Source: an optimization exercise on an open RTL-to-GDS flow (aim: small area, a short achievable clock period and few clock cycles per item). Production flows keep margins and buffers that such runs may drop.
The RTL of this run was laid out without a check of its function.
No activity file was given, so power comes from the tool's default toggle rates.

### design.v
module scalar_kalman_filter (
  input  logic                 clk,
  input  logic                 rst,
  input  logic                 cfg_we,
  input  logic [2:0]           cfg_index,
  input  logic [31:0]          cfg_data,
  input  logic                 obs_valid,
  output logic                 obs_ready,
  input  logic [31:0]          obs_observation,
  input  logic                 obs_restart,
  output logic                 res_valid,
  input  logic                 res_ready,
  output logic [31:0]          res_estimate,
  output logic [16:0]          res_gain,
  output logic [31:0]          res_error_variance
);
  logic [31:0] cfg_r, cfg_q, cfg_x0, cfg_p0;
  logic        res_vld;
  logic [31:0] obs_q;
  logic        obs_rs_q;
  logic        obs_full;
  logic        busy;
  logic [3:0]  cnt;
  logic [32:0] rem;       
  logic [32:0] den;       
  logic [31:0] pm_q;      
  logic [32:0] dif;       
  logic        r0_q;      
  logic        one_q;     
  logic [15:0] kd;        
  logic [1:0]  qd_q;      
  logic [49:0] xacc;      
  logic [48:0] uacc;      
  logic        memo_ok;   
  logic        memo_q;    
  logic fin, fire, start, accept, iter, acc, memo0, uload, mac_a, mac_b;
  assign fin    = busy && (cnt == 4'd9);
  assign fire   = fin && res_ready;
  assign start  = obs_full && (fire || !busy);
  assign obs_ready = !obs_full;
  assign accept = obs_valid && obs_ready;
  assign memo0  = busy && (cnt == 4'd0) && memo_ok && (rem[31:0] == pm_q);
  assign iter   = busy && !cnt[3] && !memo0;
  assign uload  = busy && (cnt == 4'd0) && !memo0;
  assign acc    = busy && (cnt != 4'd0) && (cnt != 4'd9) && !memo_q;
  assign mac_a  = busy && ((cnt == 4'd4) || memo0);
  assign mac_b  = busy && (cnt == 4'd8);
  logic [31:0] est_new, var_new;
  assign est_new = xacc[47:16];
  assign var_new = uacc[47:16];
  logic [31:0] x_b, p_b;
  logic [32:0] dif_nx;
  logic [32:0] pm_raw;
  logic [33:0] den_raw;
  logic [32:0] den_sat;
  logic [31:0] pm_nx;
  logic [32:0] den_nx;
  logic        r0, one_nx;
  assign x_b    = obs_rs_q ? cfg_x0 : est_new;
  assign p_b    = obs_rs_q ? cfg_p0 : var_new;
  assign dif_nx = {obs_q[31], obs_q} - (obs_rs_q ? {cfg_x0[31], cfg_x0} : xacc[48:16]);
  assign pm_raw  = {1'b0, p_b} + {1'b0, cfg_q};
  logic [33:0] dn_s, dn_c;
  assign dn_s    = {2'b0, p_b ^ cfg_q ^ cfg_r};
  assign dn_c    = {1'b0, (p_b & cfg_q) | (p_b & cfg_r) | (cfg_q & cfg_r), 1'b0};
  assign den_raw = dn_s + dn_c;
  assign den_sat = {1'b0, 32'hFFFF_FFFF} + {1'b0, cfg_r};
  assign pm_nx   = pm_raw[32] ? 32'hFFFF_FFFF : pm_raw[31:0];
  assign den_nx  = pm_raw[32] ? den_sat : den_raw[32:0];
  assign r0      = (cfg_r == 32'd0);
  assign one_nx  = r0 && ((p_b != 32'd0) || (cfg_q != 32'd0));
  logic [35:0] r4, t1, t2, t3;
  logic [1:0]  qd;
  logic [32:0] rem_nx;
  assign r4 = {1'b0, rem, 2'b00};
  assign t1 = r4 - {3'b0, den};
  assign t2 = r4 - {2'b0, den, 1'b0};
  logic [35:0] t3a, t3b, t3s, t3c;
  assign t3a = ~{3'b0, den};
  assign t3b = ~{2'b0, den, 1'b0};
  assign t3s = r4 ^ t3a ^ t3b;
  assign t3c = {(r4[34:0] & t3a[34:0]) | (r4[34:0] & t3b[34:0]) | (t3a[34:0] & t3b[34:0]), 1'b1};
  assign t3 = t3s + t3c + 36'd1;
  always_comb begin
    if (r0_q) begin
      qd = 2'd0;
    end else if (!t3[35]) begin
      qd = 2'd3;
    end else if (!t2[35]) begin
      qd = 2'd2;
    end else if (!t1[35]) begin
      qd = 2'd1;
    end else begin
      qd = 2'd0;
    end
  end
  always_comb begin
    unique case (qd)
      2'd3:    rem_nx = t3[32:0];
      2'd2:    rem_nx = t2[32:0];
      2'd1:    rem_nx = t1[32:0];
      default: rem_nx = r4[32:0];
    endcase
  end
  logic [48:0] uacc_nx;
  logic [48:0] ua, ub, us3, uc3;
  assign ua  = {uacc[46:0], 2'b00};
  assign ub  = qd_q[1] ? ~{16'd0, pm_q, 1'b0} : 49'd0;
  logic [48:0] u3;
  assign u3  = qd_q[0] ? ~{17'd0, pm_q} : 49'd0;
  assign us3 = ua ^ ub ^ u3;
  assign uc3 = {(ua[47:0] & ub[47:0]) | ((ua[47:0] | ub[47:0]) & u3[47:0]), qd_q[1]};
  assign uacc_nx = us3 + uc3 + {48'd0, qd_q[0]};
  logic [8:0]  kp;
  logic [10:0] ky;
  logic [49:0] dx;
  logic [49:0] brow [5];
  logic [4:0]  bneg;
  assign kp = mac_b ? {1'b0, kd[7:0]} : {one_q, (cnt[2] ? kd[7:0] : kd[15:8])};
  assign ky = {1'b0, kp, 1'b0};
  assign dx = {{17{dif[32]}}, dif};
  for (genvar j = 0; j < 5; j++) begin : g_booth
    logic        one, two;
    logic [49:0] m, mi;
    assign one     = ky[2*j+1] ^ ky[2*j];
    assign two     = (ky[2*j+2] & !ky[2*j+1] & !ky[2*j]) | (!ky[2*j+2] & ky[2*j+1] & ky[2*j]);
    assign bneg[j] = ky[2*j+2] & !(ky[2*j+1] & ky[2*j]);
    assign m       = one ? dx : (two ? {dx[48:0], 1'b0} : 50'd0);
    assign mi      = bneg[j] ? ~m : m;
    assign brow[j] = mi << (2 * j);
  end
  logic [49:0] mac_acc, mac_v;
  logic        rnd;
  assign rnd     = mac_b && dif[32];
  assign mac_acc = {xacc[41:0], 1'b0, bneg[3], 1'b0, bneg[2], 1'b0, bneg[1], 1'b0, bneg[0]};
  assign mac_v   = {33'd0, rnd ? (bneg[4] ? 17'h100FF : 17'h0FFFF)
                                : (bneg[4] ? 17'h00100 : 17'h00000)};
  logic [49:0] l1a, l1b, l1c, l1d, l2a, l2b, l3a, l3b, l4a, l4b;
  logic [49:0] xacc_mac;
  assign l1a = brow[0] ^ brow[1] ^ brow[2];
  assign l1b = {(brow[0][48:0] & brow[1][48:0]) | (brow[0][48:0] & brow[2][48:0]) | (brow[1][48:0] & brow[2][48:0]), 1'b0};
  assign l1c = brow[3] ^ brow[4] ^ mac_acc;
  assign l1d = {(brow[3][48:0] & brow[4][48:0]) | (brow[3][48:0] & mac_acc[48:0]) | (brow[4][48:0] & mac_acc[48:0]), 1'b0};
  assign l2a = l1a ^ l1b ^ l1c;
  assign l2b = {(l1a[48:0] & l1b[48:0]) | (l1a[48:0] & l1c[48:0]) | (l1b[48:0] & l1c[48:0]), 1'b0};
  assign l3a = l2a ^ l2b ^ l1d;
  assign l3b = {(l2a[48:0] & l2b[48:0]) | (l2a[48:0] & l1d[48:0]) | (l2b[48:0] & l1d[48:0]), 1'b0};
  assign l4a = l3a ^ l3b ^ mac_v;
  assign l4b = {(l3a[48:0] & l3b[48:0]) | (l3a[48:0] & mac_v[48:0]) | (l3b[48:0] & mac_v[48:0]), 1'b0};
  assign xacc_mac = l4a + l4b;
  always_ff @(posedge clk) begin
    if (rst) begin
      cfg_r  <= 32'd65536;
      cfg_q  <= 32'd655;
      cfg_x0 <= 32'd0;
      cfg_p0 <= 32'd65536;
    end else if (cfg_we) begin
      case (cfg_index)
        3'd0: cfg_r  <= cfg_data;
        3'd1: cfg_q  <= cfg_data;
        3'd2: cfg_x0 <= cfg_data;
        3'd3: cfg_p0 <= cfg_data;
        default: ;
      endcase
    end
  end
  always_ff @(posedge clk) begin
    if (rst) begin
      obs_full <= 1'b0;
    end else if (accept) begin
      obs_full <= 1'b1;
    end else if (start) begin
      obs_full <= 1'b0;
    end
  end
  always_ff @(posedge clk) begin
    if (accept) begin
      obs_q    <= obs_observation;
      obs_rs_q <= obs_restart;
    end
  end
  always_ff @(posedge clk) begin
    if (rst) begin
      busy <= 1'b0;
      cnt  <= 4'd0;
    end else if (start) begin
      busy <= 1'b1;
      cnt  <= 4'd0;
    end else if (fire) begin
      busy <= 1'b0;
    end else if (memo0) begin
      cnt  <= 4'd8;
    end else if (busy && !fin) begin
      cnt  <= cnt + 4'd1;
    end
  end
  always_ff @(posedge clk) begin
    if (rst) begin
      res_vld <= 1'b0;
    end else if (busy && (cnt == 4'd8)) begin
      res_vld <= 1'b1;
    end else if (res_ready) begin
      res_vld <= 1'b0;
    end
  end
  always_ff @(posedge clk) begin
    if (rst) begin
      xacc <= 50'd0;
      uacc <= {17'd1, 32'd0};
      dif  <= 33'd0;
    end else begin
      if (start) begin
        xacc <= {{18{x_b[31]}}, x_b};
        dif  <= dif_nx;
      end else if (mac_a || mac_b) begin
        xacc <= xacc_mac;
      end
      if (uload) begin
        uacc <= one_q ? 49'd0 : {17'd0, rem[31:0]};
      end else if (acc) begin
        uacc <= uacc_nx;
      end
    end
  end
  always_ff @(posedge clk) begin
    if (rst) begin
      memo_ok <= 1'b0;
    end else if (cfg_we && (cfg_index == 3'd0)) begin
      memo_ok <= 1'b0;
    end else if (busy && (cnt == 4'd8)) begin
      memo_ok <= 1'b1;
    end
  end
  always_ff @(posedge clk) begin
    if (start) begin
      rem   <= {1'b0, pm_nx};
      den   <= den_nx;
      r0_q  <= r0;
      one_q <= one_nx;
    end else if (iter) begin
      rem   <= rem_nx;
      kd    <= {kd[13:0], qd};
      qd_q  <= qd;
    end
    if (uload) begin
      pm_q  <= rem[31:0];
    end
    if (busy && (cnt == 4'd0)) begin
      memo_q <= memo0;
    end
  end
  assign res_valid          = res_vld;
  assign res_estimate       = est_new;
  assign res_gain           = {one_q, kd};
  assign res_error_variance = var_new;
endmodule
### run.sh
#!/bin/bash
# synth_recipe.tcl (not shown) runs the flow's synth.tcl, then flattens the netlist and writes it again
# the make line also repeats each setting of config.mk as NAME=value (left out here)
make -C /OpenROAD-flow-scripts/flow DESIGN_CONFIG=/design/flow/config.mk WORK_HOME=/design/flow/orfs CLKGATE_MAP_FILE= SYNTH_SCRIPT=/design/flow/synth_recipe.tcl finish
### config.mk
export PLATFORM = sky130hd
export DESIGN_NAME = scalar_kalman_filter
export DESIGN_NICKNAME = scalar_kalman_filter
export VERILOG_FILES = /design/flow/design.v
export SDC_FILE = /design/flow/constraint.sdc
export NUM_CORES = 4
export LEC_CHECK = 0
export CAP_MARGIN = 20
export CORE_MARGIN = 2
export CORE_UTILIZATION = 60
export SETUP_SLACK_MARGIN = 5
export SLEW_MARGIN = 20
export TNS_END_PERCENT = 100
### constraint.sdc
create_clock -name core_clock -period 11.0 [get_ports {clk}]
set_input_delay 2.2000 -clock core_clock [delete_from_list [all_inputs] [get_ports {clk}]]
set_output_delay 2.2000 -clock core_clock [all_outputs]
set_load 0.01 [all_outputs]
==> impl_metrics.env <==
export IMPL_outcome="no timing/DRC/antenna violations"
export IMPL_total_power_uw=10700
export IMPL_via_count=38900
export IMPL_timing_critical_path_slowest_cell_delay_ns=0.56
export IMPL_hold_violations=0
export IMPL_crit_path_frequent_cell="sky130_fd_sc_hd__buf_12"
export IMPL_fin_crit_ns=7.76
export IMPL_syn_num_nets=5750
export IMPL_boundaryPins=156
export IMPL_synth_edff_count=149
export IMPL_tightestPinTransition_ns=1.10
export IMPL_yosys_most_used_dff="sky130_fd_sc_hd__dfxtp_1"
export IMPL_power_density_nw_per_um2=221
export IMPL_crit_arrival_ns=8.31
export IMPL_synth_mux_area_share_pct=4.27
export IMPL_placed_area_sq_um=45200
export IMPL_crit_path_end_kind="flop"
export IMPL_slew_limit_headroom_pct=26.5
export IMPL_report_final_setup_viol=0
export IMPL_ir_worst_vdd_mv=0.384
export IMPL_worst_setup_hold_path_clk_slew_ns=0.06
export IMPL_rsz0062_at_grt="yes"
export IMPL_number_of_antenna_violations_at_the_first_check_in_global_routing=9
export IMPL_routability_congestion_estimate_from_global_placement=0.992
export IMPL_placeableCoreArea_sq_um=71400
export IMPL_timing_fmax_ghz=0.129
export IMPL_synthXorXnorAreaFrac_pct=8.22
export IMPL_maximum_number_of_pins_on_one_net_before_global_route_repair=94
export IMPL_port_buffer_count=155
export IMPL_synth_distinct_cells=94
export IMPL_initial_core_util_pct=60.6
export IMPL_fin_area_sq_um=48500
export IMPL_cp_slowest_cell="sky130_fd_sc_hd__fa_1"
export IMPL_std_cell_rows=98
export IMPL_combinational_family_with_the_most_area_after_synthesis="adder cells"
export IMPL_tns_ns=0
export IMPL_clk_insertion_delay_late_ns=0.62
export IMPL_layout_area_overhead_vs_synth_pct=12.2
export IMPL_dr_pass1_iters=6
export IMPL_maxCapViolations=0
export IMPL_hold_slack_ns=0.456
export IMPL_drt_iter0_markers=4288
export IMPL_flop_and_latch_count_out_of_synthesis=416
export IMPL_die_area_sq_um=74200
export IMPL_via_per_inst=6.41
export IMPL_worst_setup_path_start_kind="flop"
export IMPL_grt_ovfl_total=0
export IMPL_filler_cell_count=6021
export IMPL_hold_buffers=0
export IMPL_synthSimpleGateAreaFrac_pct=15.4
export IMPL_skew_ns=0.0213
export IMPL_dpl_cell_count=5891
export IMPL_synthCells=5047
export IMPL_timing_worst_setup_path_type="flop to flop"
export IMPL_cts_tree="done"
export IMPL_synthesized_area_fraction_occupied_by_ao_oa_aoi_and_oai_cells_pct=20.2
export IMPL_ys_warn_count=2
export IMPL_most_common_layout_cells="552 x sky130_fd_sc_hd__nand2_1, 475 x sky130_fd_sc_hd__a21oi_1, 394 x sky130_fd_sc_hd__nor2_1"
export IMPL_wl_per_cell_um=24.0
export IMPL_crit_path_max_fanout=8
export IMPL_drt_antenna_violating_nets=0
export IMPL_final_layout_size_suffix_gt1_share_pct=8.53
export IMPL_remaining_drc_errors=0
export IMPL_synth_seq_area_share_pct=22.7
export IMPL_cts_sinks=416
export IMPL_die_w_um=272
export IMPL_ys_async_sr_fraction_pct=0
export IMPL_nNetsFinal=5782
export IMPL_synth_fa_ha_area_share_pct=23.2
export IMPL_clock_root_buffer="sky130_fd_sc_hd__clkbuf_16"
export IMPL_clock_buffer_count_from_cts=50
export IMPL_drv_slew=0
export IMPL_h_tree_depth=2
export IMPL_finalNonFillerCells=6072
export IMPL_globalRouteTotalUtil_pct=38.5
export IMPL_setup_reg_to_reg_worst_slack_ns=3.24
export IMPL_dpl_hpwl_mm=108
export IMPL_syn_mean_instance_area_sq_um=8.57
export IMPL_min_path_type="flop to flop"
export IMPL_first_global_vias=36400
export IMPL_global_route_wire_length_before_repair_mm=220
export IMPL_post_route_period_util_pct=70.6
export IMPL_die_height_um=272
export IMPL_leakagePower_uw=0.0211
export IMPL_netlist_area_before_placement_sq_um=43200
export IMPL_cts_buffer_depth=3
export IMPL_route_final_wire_length_mm=146
export IMPL_final_common_cell="sky130_fd_sc_hd__nand2_1"
export IMPL_cp_data_required_time_ns=11.54
## power breakdown
part,leakage (uW),total (uW),internal [uW],switching [uW]
clock,0.000821,1740,987,758
combinational,0.0167,6960,2970,3990
sequential,0.00358,2010,1750,265
## final cells by class
cell class / instances / area [sq um] / share of cell area (%)
diodes: 1 / 2.50 / 0.00516
clock buffers: 55 / 1270 / 2.62
clock inverters: 39 / 408 / 0.841
inverters: 298 / 1130 / 2.33
multi-input cells: 4023 / 31800 / 65.6
flip-flops and latches: 416 / 9830 / 20.3
well taps: 950 / 1190 / 2.45
repair buffers: 290 / 2880 / 5.94
## sequential cells by signal, indices dropped and copies added, names as in the netlist, 4 cells and up
register / cells
kd: 15
cfg_r: 32
den: 33
obs_q: 32
uacc: 48
dif: 33
pm_q: 32
xacc: 49
rem: 33
cnt: 4
cfg_p0: 32
cfg_x0: 32
cfg_q: 32
## cells in the mapped netlist, types with 149 or more instances
library cell	instances	area, sq um
sky130_fd_sc_hd__fa_1	284	5690
sky130_fd_sc_hd__o21ai_0	193	966
sky130_fd_sc_hd__clkbuf_1	216	811
sky130_fd_sc_hd__a21o_1	151	1130
sky130_fd_sc_hd__dfxtp_1	267	5350
sky130_fd_sc_hd__a21oi_1	486	2430
sky130_fd_sc_hd__ha_1	346	4330
sky130_fd_sc_hd__nor2_1	404	1520
sky130_fd_sc_hd__inv_1	298	1120
sky130_fd_sc_hd__xnor2_1	233	2040
sky130_fd_sc_hd__nand2_1	557	2090
sky130_fd_sc_hd__edfxtp_1	149	4470
sky130_fd_sc_hd__xor2_1	173	1520
## path summary, 6_finish.rpt
kind	from	endpoint	cells after the start
max	cnt[0]	xacc[44]	33
min	cfg_p0[23]	cfg_p0[23]	2
max reg2reg	cnt[0]	xacc[44]	33
min reg2reg	cfg_p0[23]	cfg_p0[23]	2
## critical path: cells and delay by family (launching register included)
family,cells,cell delay [ns]
flops,1,0.36
mux,1,0.29
compound gates,12,2.55
buf+inv,8,0.88
fa+ha+maj,7,2.55
xor+xnor,1,0.14
simple gates,4,0.91
## routing by layer
metal | GRT usage (%) | wire length (um)
met5 | 0 | 62
met4 | 11.9 | 4770
met3 | 8.08 | 17100
met2 | 55.9 | 61000
met1 | 57.2 | 62800
## cells by family (layout without fill, tap and decap cells)
group           Yosys count  in the layout
flops                   416            416
compound gates         1343           1344
fa+ha+maj               630            630
xor+xnor                406            406
other cells               0              1
simple gates           1460           1461
mux                     180            182
buf+inv                 612            682
## metrics by stage
stage                     util (%)  setup slack, ns
final                         68.0             3.24
after detailed placement      63.3             2.01
after CTS                     67.0             3.54
after global placement        63.3             2.11
after global routing          68.0             2.97
after floorplan                  -             3.53
## what timing repair did
action                                  4_1_cts  5_1_grt
endpoints found under the setup margin       58       54
resized for setup                            81       85
buffers inserted                             48       30
gates cloned                                  8        0
pin swaps                                    43       39

[what the ideal ports hide]
In the flow no input, the clock included, has a driving cell. The finished layout below was timed again as built, in two steps.
Step 1 sets driving cells, clkbuf_16 on the clock port and buf_2 on the other inputs (assumed; they add their load-dependent delay and slew).
Step 2 also shifts input and output timing later by t, the mid clock arrival at the registers, as if the neighbouring blocks saw the same clock.
Three values: ideal ports, drivers, drivers and shift; two values: the first two.
shift t [ns]: 0.679
slack for setup (ns): 3.236 / 3.236 / 3.236
hold WS [ns]: 0.456 / 0.456 / 0.456
worst setup path at the end: register to register
worst data-port slew with drivers (ns): 0.11
After both steps setup and hold are still met in this run. For this run, drivers alone change the setup slack by 0.000 ns; drivers and shift together by 0.000 ns.
